This is an optimization exercise on Yosys and OpenROAD, whose aim is small area and a short achievable clock period, not a production implementation.
In this exercise RTL edits were held to simulation tests only and were not proved equivalent to the original.
No activity file was given, so power comes from the tool's default toggle rates.

==> design/flow/design.v <==
module trail_stack #(
    parameter int DATA_W = 32,
    parameter int DEPTH  = 64,
    parameter int LEVELS = 16
) (
    input  logic                          clock,
    input  logic                          reset,
    input  logic                          push,
    input  logic [DATA_W-1:0]             push_data,
    input  logic                          pop,
    output logic [DATA_W-1:0]             pop_data,
    output logic                          pop_valid,
    output logic [DATA_W-1:0]             top,
    input  logic                          mark,
    input  logic                          backtrack,
    input  logic [$clog2(LEVELS+1)-1:0]   bt_level,
    output logic                          unwind_valid,
    output logic [DATA_W-1:0]             unwind_data,
    output logic                          busy,
    output logic [$clog2(DEPTH+1)-1:0]    size,
    output logic [$clog2(LEVELS+1)-1:0]   level,
    output logic                          full,
    output logic                          empty,
    output logic                          err_overflow,
    output logic                          err_underflow
);
    localparam int SW = $clog2(DEPTH + 1);
    localparam int LW = $clog2(LEVELS + 1);
    logic [DATA_W-1:0] slot [1:DEPTH-1];
    logic [DATA_W-1:0] top_q;
    logic [SW-1:0]     marks [1:LEVELS];
    logic [SW-1:0]     target;
    logic [LW-1:0]     tgt_level;
    logic [DEPTH:0]    sz_oh;      
    logic [DATA_W-1:0] rd;         
    logic [SW-1:0]     mark_rd;    
    logic [LEVELS-1:0] lvl_gt;     
    logic [LEVELS-1:0] tgt_gt;     
    assign top   = top_q;
    assign empty = sz_oh[0];
    assign full  = size[SW-1];
    localparam int NG = (DEPTH - 1) / 3;
    logic [NG-1:0] rd_n [DATA_W];
    for (genvar b = 0; b < DATA_W; b++) begin : g_rd
        for (genvar g = 0; g < NG; g++) begin : g_grp
            trail_stack_aoi222 u_aoi (
                .a0(slot[3*g+1][b]), .s0(sz_oh[3*g+2]),
                .a1(slot[3*g+2][b]), .s1(sz_oh[3*g+3]),
                .a2(slot[3*g+3][b]), .s2(sz_oh[3*g+4]),
                .y(rd_n[b][g]));
        end
        assign rd[b] = ~&rd_n[b];
    end
    always_comb
        for (int v = 0; v < LEVELS; v++) tgt_gt[v] = tgt_level > LW'(v);
    always_comb begin
        mark_rd = '0;
        for (int l = 1; l <= LEVELS; l++)
            if (bt_level == LW'(l)) mark_rd = marks[l];
    end
    always_ff @(posedge clock)
        for (int k = 1; k < DEPTH; k++)
            if (sz_oh[k]) slot[k] <= top_q;
    always_ff @(posedge clock)
        for (int l = 1; l <= LEVELS; l++)
            if ((l == 1 ? 1'b1 : lvl_gt[(l == 1) ? 0 : l-2]) && !lvl_gt[l-1]) marks[l] <= size;
    logic          go;
    logic [SW-1:0] size_p1, size_m1;
    logic bt_go, do_rep, do_push, do_pop;
    always_comb begin
        bt_go    = !busy && backtrack && !bt_level[LW-1] && lvl_gt[bt_level[LW-2:0]];
        do_rep   = !busy && !bt_go && push && pop && !empty;
        do_push  = !busy && !bt_go && push && !(pop && !empty) && !full;
        do_pop   = !busy && !bt_go && !push && pop && !empty;
        go       = busy && size > target;
    end
    always_ff @(posedge clock) begin
        pop_valid <= 1'b0;
        unwind_valid <= 1'b0;
        if (!busy) begin
            target <= mark_rd;
            tgt_level <= bt_level;
        end
        if (reset) begin
            busy <= 1'b0;
            size <= '0;
            size_p1 <= SW'(1);
            size_m1 <= '1;
            sz_oh <= (DEPTH+1)'(1);
            level <= '0;
            lvl_gt <= '0;
            top_q <= '0;
            pop_data <= '0;
            unwind_data <= '0;
            err_overflow <= 1'b0;
            err_underflow <= 1'b0;
        end else begin
            if (do_push || do_rep) top_q <= push_data;
            else if (do_pop || go) top_q <= rd;
            if (do_pop || do_rep) begin
                pop_data <= top_q;
                pop_valid <= 1'b1;
            end
            if (go) begin
                unwind_data <= top_q;
                unwind_valid <= 1'b1;
            end
            if (do_push) begin
                size <= size_p1;
                size_p1 <= size_p1 + 1'b1;
                size_m1 <= size;
                sz_oh <= {sz_oh[DEPTH-1:0], 1'b0};
            end else if (do_pop || go) begin
                size <= size_m1;
                size_p1 <= size;
                size_m1 <= size_m1 - 1'b1;
                sz_oh <= {1'b0, sz_oh[DEPTH:1]};
            end
            if (busy) begin
                if (!go) begin
                    busy <= 1'b0;
                    level <= tgt_level;
                    lvl_gt <= tgt_gt;
                end
            end else if (bt_go) begin
                busy <= 1'b1;
            end else begin
                if (backtrack) err_underflow <= 1'b1;
                if (push && !(pop && !empty) && full) err_overflow <= 1'b1;
                if (!push && pop && empty) err_underflow <= 1'b1;
                if (mark) begin
                    if (level == LW'(LEVELS)) err_overflow <= 1'b1;
                    else begin
                        level <= level + 1'b1;
                        lvl_gt <= {lvl_gt[LEVELS-2:0], 1'b1};
                    end
                end
            end
        end
    end
endmodule
module trail_stack_aoi222 (
    input  logic a0, s0, a1, s1, a2, s2,
    output logic y
);
    assign y = ~(a0 & s0 | a1 & s1 | a2 & s2);
endmodule
==> design/flow/flow/run.sh <==
#!/bin/bash
# The standard layout, with plain buffers (not delay cells) on the ports.
set -euo pipefail
export BUFFER_PORTS_ARGS="-buffer_cell sky130_fd_sc_hd__buf_2"
bash standard.sh > standard.log 2>&1
==> design/flow/standard.sh <==
#!/bin/bash
# synth_recipe.tcl (not shown) runs the flow's synth.tcl, then flattens the netlist and writes it again
# the make line also repeats each setting of config.mk as NAME=value (left out here)
make -C /OpenROAD-flow-scripts/flow DESIGN_CONFIG=/design/flow/config.mk WORK_HOME=/design/flow/orfs CLKGATE_MAP_FILE= SYNTH_SCRIPT=/design/flow/synth_recipe.tcl "${@:-finish}"
==> design/flow/config.mk <==
export PLATFORM = sky130hd
export DESIGN_NAME = trail_stack
export DESIGN_NICKNAME = trail_stack
export VERILOG_FILES = /design/flow/design.v
export SDC_FILE = /design/flow/constraint.sdc
export NUM_CORES = 4
export LEC_CHECK = 0
export CAP_MARGIN = 20
export CORE_MARGIN = 2
export CORE_UTILIZATION = 62
export CTS_CLUSTER_DIAMETER = 70
export CTS_CLUSTER_SIZE = 24
export SETUP_SLACK_MARGIN = 3.0
export SLEW_MARGIN = 20
export SYNTH_HIERARCHICAL = 1
==> design/flow/constraint.sdc <==
create_clock -name core_clock -period 5.5 [get_ports {clock}]
set_input_delay 1.1000 -clock core_clock [delete_from_list [all_inputs] [get_ports {clock}]]
set_output_delay 1.1000 -clock core_clock [all_outputs]
set_load 0.01 [all_outputs]
==> metrics.yaml, run 1 <==
leakage_uw: 0.0319
via_per_inst: 7.45
critPathRequiredTime_ns: 6.14
path_cells: "inv_2 -> ha_4 -> o21ai_2 -> a21oi_1 -> o31ai_2 -> buf_4 -> a21oi_4 -> buf_12 -> a21o_4 -> buf_12 -> buf_16 -> mux2i_4 -> a211oi_2"
max_cap_violations: 0
cpMaxStageDelayCell: "a211oi_2"
drive_gt1_share_pct: 22.4
dr_wl_met3_um: 34900
synthToLayoutAreaGrowth_pct: 18.7
hpwlAfterDp_um: 110000
cts_tree: "yes"
total_power_uw: 37300
grt_usage_pct: 36.0
routed_wl_um: 253000
place_congestion: 0.812
clk_pin_slew_ns: 0.10
skew_ns: 0.0357
seq_area_mm2: 0.0688
rsz0062_at_grt: "yes"
worstPathArrival_ns: 3.51
avgRoutedWirePerCell_um: 37.4
start_kind: "flip-flop"
dp.cells: 6204
cts_buffer_depth: 3
grt_pass1_wl_um: 347000
slew_violations: 0
syn_nets: 4332
vias: 50395
nNetsFinal: 4972
ys_warn_count: 12
root_buffer: "clkbuf_16"
tightestPinTransition_ns: 1.12
yosysSeqAreaShare_pct: 82.9
critPathMaxStageDelay_ns: 0.47
synth_cells: 4278
finalWorstSetupSlack_ns: 2.64
path_class: "reg -> reg"
rows: 133
routed.top_layer: "met5"
synth_area_mm2: 0.0826
grt.overflow.total: 0
die_w_um: 369
setup_tns_ns: 0
synth_edf_count: 2140
die_h_um: 369
pre_cts_ws_ns: 1.19
num-fill-cells: 7571
die_area_mm2: 0.136
fmax_ghz: 0.349
grt_antenna_before_repair: 10
finalWorstPathRequiredPeriod_ns: 2.86
cts_made_buffers: 130
r2r_slack_ns: 2.64
slew_headroom_pct: 25.6
drc_errors: 0
hold_path.class: "reg -> reg"
grt_max_degree: 96
path_max_fanout: 7
finalNonFillerCells: 6762
ios: 158
ir_drop_mv: 0.316
grt_pass1_vias: 46514
h-tree-depth: 4
drt-initial-drc-count: 10568
clkSinkCount: 2348
synth.avg_cell_area_um2: 19.3
synth-main-ff-cell: "edfxtp_1"
post-route-period-util_pct: 52.1
port_buffers: 157
coreArea_mm2: 0.132
place_area_mm2: 0.0863
cpMostUsedCell: "buf_12"
hold_buffers: 0
finalSetupViolCount: 0
ys_types: 64
insertion_delay_ns: 0.80
wl_met2_um: 116000
start_util_pct: 62.6
status: "complete, no violations"
endpoint_kind: "flip-flop"
ant_nets: 0
firstDrtPassIters: 9
power_density_mw_per_mm2: 381
yosys_register_bits: 2348
wl_met1_um: 93300
fin_area_mm2: 0.0980
synthArstFlopShare_pct: 0
hold_viol: 0
multi_input_area_mm2: 0.0151
per-stage QoR:
stage	hold WS, ns	util [%]
4_1_cts	0.458	73.0
3_5_place_dp	0.446	65.5
3_3_place_gp	0.439	65.5
5_1_grt	0.476	74.3
6_report	0.456	74.3
2_1_floorplan	0.454	-
metal layers:
layer	track usage [%]	vias to the layer above
met5	0	-
met4	12.0	10
met3	9.22	529
met2	54.4	3756
met1	51.8	25777
li1	-	20323
cell families (layout without fill, tap and decap cells):
| kind of cell | Yosys count | in the layout | synth area share, % |
|---|---|---|---|
| simple gates | 705 | 713 | 4.30 |
| flops | 2348 | 2348 | 82.9 |
| other cells | 0 | 2 | 0 |
| mux | 91 | 91 | 1.13 |
| fa+ha+maj | 11 | 11 | 0.167 |
| xor+xnor | 1 | 1 | 0.0106 |
| buf+inv | 118 | 834 | 0.647 |
| compound gates | 1004 | 1007 | 10.9 |
worst paths after layout:
path / startpoint / to / cells after the start
max reg2reg: target[2]$_DFFE_PN_ / sz_oh[50]$_SDFFE_PP0P_ / 13
min: unwind_data[5]$_SDFFE_PP0P_ / unwind_data[5]$_SDFFE_PP0P_ / 2
min reg2reg: unwind_data[5]$_SDFFE_PP0P_ / unwind_data[5]$_SDFFE_PP0P_ / 2
max: target[2]$_DFFE_PN_ / sz_oh[50]$_SDFFE_PP0P_ / 13
placed cells by master (no fill, tap or decap), types with 61 or more instances in the layout:
master     netlist  layout
buf_6            8      66
a21oi_1         96      90
buf_4            3     201
nand3_1         66      61
a222oi_1       676     676
clkbuf_16        0     145
dfxtp_1        208     100
mux2i_1         89      72
buf_2           16     130
dfxtp_4          0      91
nor2_1         168     140
edfxtp_1      2140    2140
nand4_1        134     134
buf_12           0     102
nand2_1        176     171
final cells by class:
type                    count  share of cell area [%]
diodes                      2                 0.00511
clock buffers             161                    3.70
clock inverters            58                   0.713
inverters                  19                  0.0766
multi-input cells        1823                    15.4
flip-flops and latches   2348                    70.2
well taps                1755                    2.24
repair buffers            596                    7.67
state kept, by name (all words and copies together) (netlist names):
| signal | flops |
|---|---|
| tgt_level | 5 |
| slot | 2016 |
| level | 5 |
| size_p1 | 7 |
| size_m1 | 7 |
| size | 7 |
| err_underflow | 1 |
| err_overflow | 1 |
| marks | 112 |
| pop_data | 32 |
| sz_oh | 65 |
| unwind_valid | 1 |
| busy | 1 |
| top_q | 32 |
| target | 7 |
| unwind_data | 32 |
| lvl_gt | 16 |
| pop_valid | 1 |
Yosys stat by module (local to each module, per instance):
module              times used  cells inside
trail_stack                  1          3606
trail_stack_aoi222         672             1
worst max-delay path, delay by kind of cell (launching register included):
kind,cells,cell delay (ns)
AOI/OAI and AO/OA,6,1.18
buffers and inverters,5,0.73
DFF,1,0.40
adders and majority gates,1,0.21
muxes,1,0.19
where the power goes:
part | switching (µW) | internal, µW
Sequential | 695 | 21000
Combinational | 3040 | 1550
Clock | 5690 | 5310
repair_timing:
action                                  in CTS  in global routing
endpoints found under the hold margin        0                  0
gates cloned                                52                 11
setup buffers                              201                 73
endpoints found under the setup margin     214                185
pin swaps                                  131                 97
resized for setup                          395                166
synth_stat cells, types with 4 or more instances:
master | count | area [µm²]
o221ai_1 | 4 | 35.0
a211oi_1 | 52 | 390
nand3_1 | 66 | 330
o21ai_0 | 34 | 170
nor2_1 | 168 | 631
ha_1 | 11 | 138
a22o_1 | 4 | 35.0
nand2b_1 | 9 | 56.3
mux2i_1 | 89 | 891
nor2b_1 | 25 | 156
buf_2 | 16 | 80.1
and2_1 | 5 | 31.3
a21oi_1 | 96 | 480
clkbuf_1 | 68 | 255
nor3_1 | 20 | 100
buf_1 | 4 | 15.0
a31o_2 | 4 | 35.0
dfxtp_1 | 208 | 4160
o31ai_1 | 34 | 255
a311oi_1 | 4 | 35.0
nor3b_1 | 5 | 37.5
o22ai_1 | 6 | 37.5
o211ai_1 | 4 | 30.0
or3_1 | 8 | 50.1
a22oi_1 | 30 | 225
a222oi_1 | 676 | 6770
buf_6 | 8 | 90.1
inv_1 | 19 | 71.3
nand4_1 | 134 | 838
a211o_1 | 11 | 96.3
a31oi_1 | 8 | 50.1
and3_1 | 7 | 43.8
or4_1 | 33 | 248
a221oi_1 | 9 | 78.8
a21o_1 | 4 | 30.0
edfxtp_1 | 2140 | 64300
nor4_1 | 32 | 200
a221o_1 | 4 | 40.0
or2_2 | 5 | 31.3
nand2_1 | 176 | 661
==> run 2, diff against run 1 <==
--- a/design/flow/config.mk
+++ b/design/flow/config.mk
@@ -8,8 +8,8 @@
 export CAP_MARGIN = 20
 export CORE_MARGIN = 2
 export CORE_UTILIZATION = 62
-export CTS_CLUSTER_DIAMETER = 70
-export CTS_CLUSTER_SIZE = 24
-export SETUP_SLACK_MARGIN = 3.0
+export CTS_CLUSTER_DIAMETER = 72
+export CTS_CLUSTER_SIZE = 28
+export SETUP_SLACK_MARGIN = 2.8
 export SLEW_MARGIN = 20
 export SYNTH_HIERARCHICAL = 1
==> metrics.yaml, run 2 <==
status: "complete, no violations"
fmax_ghz: 0.371
yosys.area_share.simple_pct: 4.30
synth_top_area_share_pct: 77.8
cts_made_buffers: 116
place_congestion: 0.820
endpoint_kind: "flip-flop"
ant_nets: 0
finalWorstSetupSlack_ns: 2.81
leakage_uw: 0.0293
yosysSeqAreaShare_pct: 82.9
via_per_inst: 7.16
finalSetupViolCount: 0
grt_antenna_before_repair: 9
firstDrtPassIters: 11
rows: 133
synth_edf_count: 2140
synth_top_cells_by_count: "edfxtp_1 (2140), a222oi_1 (676), dfxtp_1 (208)"
skew_ns: 0.0302
die_area_mm2: 0.136
num-fill-cells: 8436
tightestPinTransition_ns: 1.09
largestRegisters: "slot: 2016 flops, marks: 112 flops, sz_oh: 65 flops"
grt_pass1_wl_um: 302000
grt_pass1_vias: 43456
synth_top_family_by_area: "compound AO/OA/AOI/OAI gates"
top_register: "slot"
vias: 46452
synth_cells: 4278
synth_xor_area_share_pct: 0.0106
post-route-period-util_pct: 49.0
h-tree-depth: 3
routed_wl_um: 214000
avgRoutedWirePerCell_um: 32.9
ys_warn_count: 12
root_buffer: "clkbuf_16"
worstReg2RegStart: "sz_oh[31]$_SDFFE_PP0P_"
syn_nets: 4332
synth.avg_cell_area_um2: 19.3
drt-initial-drc-count: 8706
grt_usage_pct: 30.5
final_common_cell: "edfxtp_1"
path_class: "in -> reg"
path_cells: "buf_12 -> mux4_2 -> mux2i_1 -> and4bb_4 -> nor3_4 -> a21o_4 -> buf_4 -> buf_8 -> nor2_1 -> a221o_1"
critPathRequiredTime_ns: 6.17
die_h_um: 369
synthToLayoutAreaGrowth_pct: 11.3
largest_register_ffs: 2016
r2r_slack_ns: 2.83
synth_area_leaders: "edfxtp_1 (78%), a222oi_1 (8.2%), dfxtp_1 (5.0%)"
nNetsFinal: 4683
cts_tree: "yes"
slew_headroom_pct: 27.3
finalWorstPathRequiredPeriod_ns: 2.69
synth_area_mm2: 0.0826
hp-start: "unwind_data[25]$_SDFFE_PP0P_"
insertion_delay_ns: 0.77
synth-compound-area-share_pct: 10.9
yosys_register_bits: 2348
synth_area_leader_cell: "edfxtp_1"
ir_drop_mv: 0.371
critPathMaxStageDelay_ns: 0.51
timing.hold.ws_ns: 0.456
reg2regPathDepth: 5
ys_types: 64
coreArea_mm2: 0.132
hold_viol: 0
hold_buffers: 0
grt.overflow.total: 0
worstPathArrival_ns: 3.36
pre_cts_ws_ns: 1.16
setup_tns_ns: 0
hold_path.class: "reg -> reg"
cpMaxStageDelayCell: "mux4_2"
path_max_fanout: 26
drive_gt1_share_pct: 14.8
grt_max_degree: 104
start_util_pct: 62.6
cts_buffer_depth: 3
place_area_mm2: 0.0864
clkSinkCount: 2348
r2r-end: "top_q[10]$_SDFFE_PP0P_"
synth_adder_area_share_pct: 0.167
synth-main-ff-cell: "edfxtp_1"
drc_errors: 0
final_cell_mix: "edfxtp_1 (2140), a222oi_1 (676), nand2_1 (175), nor2_1 (164), buf_2 (153)"
hold_depth: 2
min_to: "unwind_data[25]$_SDFFE_PP0P_"
utilization_pct: 69.7
ios: 158
yosysMostFrequentCell: "edfxtp_1"
slew_violations: 0
synthMuxAreaShare_pct: 1.13
rsz0062_at_grt: "yes"
port_buffers: 157
fin_area_mm2: 0.0919
max_cap_violations: 0
clk_pin_slew_ns: 0.10
die_w_um: 369
power_density_mw_per_mm2: 385
synthArstFlopShare_pct: 0
start_kind: "primary input"
hpwlAfterDp_um: 112000
[run 2: cell counts after synthesis]
Identical to the previous run, type by type.
[run 2: how the worst max path moves through the flow]
stage	slack, ns	from	to
after floorplan	2.35	bt_level[0]	sz_oh[11]$_SDFFE_PP0P_
after global placement	1.21	bt_level[0]	size_p1[0]$_SDFFE_PP1P_
after detailed placement	1.16	bt_level[0]	size_p1[0]$_SDFFE_PP1P_
after CTS	2.77	sz_oh[61]$_SDFFE_PP0P_	top_q[14]$_SDFFE_PP0P_
after global routing	2.78	sz_oh[50]$_SDFFE_PP0P_	top_q[18]$_SDFFE_PP0P_
final	2.81	bt_level[0]	size_p1[0]$_SDFFE_PP1P_
[run 2: through the flow]
stage,power [µW],cells
floorplan,23600,4278
global placement,25100,6213
detailed placement,25200,6213
CTS,35400,6463
global route,36400,6486
finish,35400,6488
[run 2: critical path: cells and delay by family]
family	cells	cell delay, ns
buffers and inverters	3	0.49
muxes	2	0.64
AOI/OAI and AO/OA	2	0.56
and+or+nand+nor	3	0.55
[run 2: routing by layer]
layer / vias to the layer above / GRT usage (%) / wire length (µm)
met5: - / 0 / 0
met4: 0 / 7.10 / 4790
met3: 254 / 5.19 / 21200
met2: 2424 / 47.6 / 101000
met1: 24027 / 45.8 / 87000
li1: 19747 / - / -
[run 2: cells by family after synthesis]
| family | after synthesis |
|---|---|
| DFF | 2348 |
| AOI/OAI and AO/OA | 1004 |
| and+or+nand+nor | 705 |
| buffers and inverters | 118 |
| muxes | 91 |
| adders and majority gates | 11 |
| xor gates and xnor gates | 1 |
[run 2: final cells by class]
type	count	area [µm²]	area share, %
Inverter	19	71.3	0.0776
Clock inverter	82	972	1.06
Sequential cell	2348	68700	74.8
Timing Repair Buffer	327	2990	3.25
Clock buffer	138	3020	3.28
Tap cell	1755	2200	2.39
Multi-Input combinational cell	1817	13900	15.2
Antenna cell	2	5.00	0.00545
[run 2: per-module statistics from Yosys, one instance, submodules excluded]
module | area, µm² | copies in the design | flip-flops and latches | cells
trail_stack_aoi222 | 10.0 | 672 | 0 | 1
trail_stack | 75800 | 1 | 2348 | 3606
[run 2: what timing repair did]
item	CTS	global route
cloned	12	5
gates resized for setup	104	64
pin swaps	21	29
setup endpoints to repair	200	112
setup buffers	18	18
[run 2: report_power, final]
group,total (µW),internal (µW),switching (µW)
clock,10300,4410,5850
sequential,21900,21000,914
combinational,3180,975,2200
==> run 3, diff against run 2 <==
--- a/design/flow/config.mk
+++ b/design/flow/config.mk
@@ -7,7 +7,7 @@
 export LEC_CHECK = 0
 export CAP_MARGIN = 20
 export CORE_MARGIN = 2
-export CORE_UTILIZATION = 62
+export CORE_UTILIZATION = 68
 export CTS_CLUSTER_DIAMETER = 72
 export CTS_CLUSTER_SIZE = 28
 export SETUP_SLACK_MARGIN = 2.8
==> metrics.yaml, run 3 <==
clkSinkCount: 2348
rsz0062_at_grt: "yes"
synth.avg_cell_area_um2: 19.3
drc_errors: 0
insertion_delay_ns: 0.76
synth_top_area_share_pct: 77.8
status: "complete, no violations"
synth-main-ff-cell: "edfxtp_1"
hpwlAfterDp_um: 112000
slew_headroom_pct: 23.1
num-fill-cells: 6853
slew_violations: 0
via_per_inst: 7.50
setup.worst_path.start: "bt_level[0]"
firstDrtPassIters: 10
max_cap_violations: 0
top_register: "slot"
vias: 47634
reg2regPathDepth: 6
ios: 158
finalWorstSetupSlack_ns: 2.76
drt-initial-drc-count: 10194
grt_pass1_vias: 44550
largest_register_ffs: 2016
r2r_slack_ns: 2.82
tightestPinTransition_ns: 1.15
post-route-period-util_pct: 49.7
finalSetupViolCount: 0
critPathRequiredTime_ns: 6.13
ir_drop_mv: 0.433
synthToLayoutAreaGrowth_pct: 11.0
synth_edf_count: 2140
ant_nets: 0
skew_ns: 0.0418
root_buffer: "clkbuf_16"
start_util_pct: 68.7
nNetsFinal: 4703
grt.overflow.total: 0
cts_made_buffers: 107
pre_cts_ws_ns: 1.18
finalWorstPathRequiredPeriod_ns: 2.74
endpoint: "sz_oh[31]$_SDFFE_PP0P_"
avgRoutedWirePerCell_um: 34.2
largestRegisters: "slot: 2016 flops, marks: 112 flops, sz_oh: 65 flops"
synth_area_leaders: "edfxtp_1 (78%), a222oi_1 (8.2%), dfxtp_1 (5.0%)"
worstReg2RegStart: "sz_oh[29]$_SDFFE_PP0P_"
h-tree-depth: 3
ys_types: 64
syn_nets: 4332
die_w_um: 352
grt_usage_pct: 33.2
yosysSeqAreaShare_pct: 82.9
setup_tns_ns: 0
path_class: "in -> reg"
start_kind: "primary input"
die_area_mm2: 0.124
clk_pin_slew_ns: 0.10
synth_area_leader_cell: "edfxtp_1"
ys_warn_count: 12
r2r-end: "top_q[21]$_SDFFE_PP0P_"
grt_max_degree: 96
endpoint_kind: "flip-flop"
port_buffers: 157
grt_antenna_before_repair: 11
yosys_register_bits: 2348
hold_path.class: "reg -> reg"
fmax_ghz: 0.366
cts_buffer_depth: 3
final_common_cell: "edfxtp_1"
synth_area_mm2: 0.0826
place_congestion: 0.856
die_h_um: 352
synth_top_cells_by_count: "edfxtp_1 (2140), a222oi_1 (676), dfxtp_1 (208)"
path_max_fanout: 8
synthArstFlopShare_pct: 0
coreArea_mm2: 0.120
power_density_mw_per_mm2: 381
worstPathArrival_ns: 3.36
cts_tree: "yes"
hold_viol: 0
yosysMostFrequentCell: "edfxtp_1"
synth_cells: 4278
fin_area_mm2: 0.0917
grt_pass1_wl_um: 303000
hold_buffers: 0
rows: 127
place_area_mm2: 0.0862
final_cell_mix: "edfxtp_1 (2140), a222oi_1 (676), nand2_1 (175), nor2_1 (162), buf_2 (153)"
drive_gt1_share_pct: 15.0
routed_wl_um: 217000
leakage_uw: 0.0293
[run 3: cell counts after synthesis]
Identical to the previous run, type by type.
[run 3: worst min path at each step]
stage	start	endpoint	slack, ns	cells past startpoint
floorplan	size_m1[2]$_SDFFE_PP1P_	size_m1[2]$_SDFFE_PP1P_	0.45	1
global placement	unwind_data[28]$_SDFFE_PP0P_	unwind_data[28]$_SDFFE_PP0P_	0.44	2
detailed placement	unwind_data[15]$_SDFFE_PP0P_	unwind_data[15]$_SDFFE_PP0P_	0.44	2
CTS	unwind_data[15]$_SDFFE_PP0P_	unwind_data[15]$_SDFFE_PP0P_	0.46	2
global route	unwind_data[28]$_SDFFE_PP0P_	unwind_data[28]$_SDFFE_PP0P_	0.47	2
finish	unwind_data[21]$_SDFFE_PP0P_	unwind_data[21]$_SDFFE_PP0P_	0.46	2
[run 3: through the flow]
stage	cells	hold WS [ns]	utilization, %	power (µW)
after CTS	6302	0.458	75.5	34700
after global routing	6343	0.473	76.3	35800
after detailed placement	6070	0.444	71.7	25200
after floorplan	4278	0.454	-	23600
final	6347	0.456	76.3	34900
after global placement	6070	0.439	71.7	25000
[run 3: what timing repair did]
item                                    in CTS  in global routing
endpoints found under the setup margin     186                146
gates cloned                                13                  7
gates resized for setup                    111                 70
pin swaps                                   15                 29
buffers inserted                            28                 34
[run 3: cell type report]
type	count	area, µm²	share of cell area [%]
antenna	4	10.0	0.0109
tap	1612	2020	2.20
multi-input combinational	1819	14000	15.3
inverter	19	71.3	0.0778
clock inverter	55	719	0.785
sequential	2348	68700	75.0
clock buffer	136	2820	3.08
timing repair buffer	354	3260	3.56
[run 3: power by group]
| part | total (µW) | switching, µW | internal (µW) |
|---|---|---|---|
| Clock | 9670 | 5510 | 4160 |
| Sequential | 22000 | 947 | 21000 |
| Combinational | 3270 | 2260 | 1010 |
| Total | 34900 | 8720 | 26200 |
[run 3: logic make-up after synthesis]
family | Yosys count | synth area share (%)
simple gates | 705 | 4.30
compound gates | 1004 | 10.9
fa+ha+maj | 11 | 0.167
buf+inv | 118 | 0.647
xor+xnor | 1 | 0.0106
flops | 2348 | 82.9
mux | 91 | 1.13
[run 3: worst max-delay path: stages]
cell and delay, ns:
buf_16 0.09, mux4_2 0.50, mux2i_1 0.14, and4bb_4 0.25
nor3_4 0.18, buf_6 0.13, a21o_4 0.20, buf_6 0.17
buf_16 0.14, mux2i_1 0.09, a211oi_1 0.36
[run 3: routing by layer]
metal | wire length [µm] | track usage, % | up-vias
li1 | - | - | 19730
met1 | 82300 | 50.0 | 24332
met4 | 5230 | 8.04 | 2
met3 | 27900 | 6.33 | 347
met5 | 13 | 0 | -
met2 | 101000 | 51.5 | 3223
[run 3: modules after synthesis, one instance, submodules excluded]
module / area, µm² / copies in the design / cells inside
trail_stack: 75800 / 1 / 3606
trail_stack_aoi222: 10.0 / 672 / 1

## afterwards: timing with drivers on the ports
How much do the figures lean on ideal ports? The routed layouts below were timed once more, with nothing changed but the port constraints.
Step 1: set_driving_cell puts a clkbuf_16 on clock and a buf_2 on each other input, an assumption about the parent block.
Step 2 adds t to the input delays and takes it off the output delays; t is the mean of the earliest and latest rising clock arrival at the registers after step 1. Input paths then give back, and output paths get back, about the clock's delay inside the block.
a / b / c = ideal ports / drivers / drivers and shift; a / b = the first two.
run | t, ns | setup WS [ns] | hold WS [ns] | worst setup path after step 2 | cell pins on the clock port's net
run 1 | 0.863 | 2.637 / 2.552 / 1.688 | 0.456 / 0.456 / 0.456 | input to register | 1
run 2 | 0.842 | 2.806 / 2.781 / 1.981 | 0.456 / 0.456 / 0.456 | input to register | 1
run 3 | 0.818 | 2.764 / 2.701 / 1.883 | 0.456 / 0.456 / 0.456 | input to register | 1
After both steps every run listed still meets setup and hold. The setup slack of run 1, which loses most, moves by -0.085 ns with the drivers and by -0.949 ns with both steps.
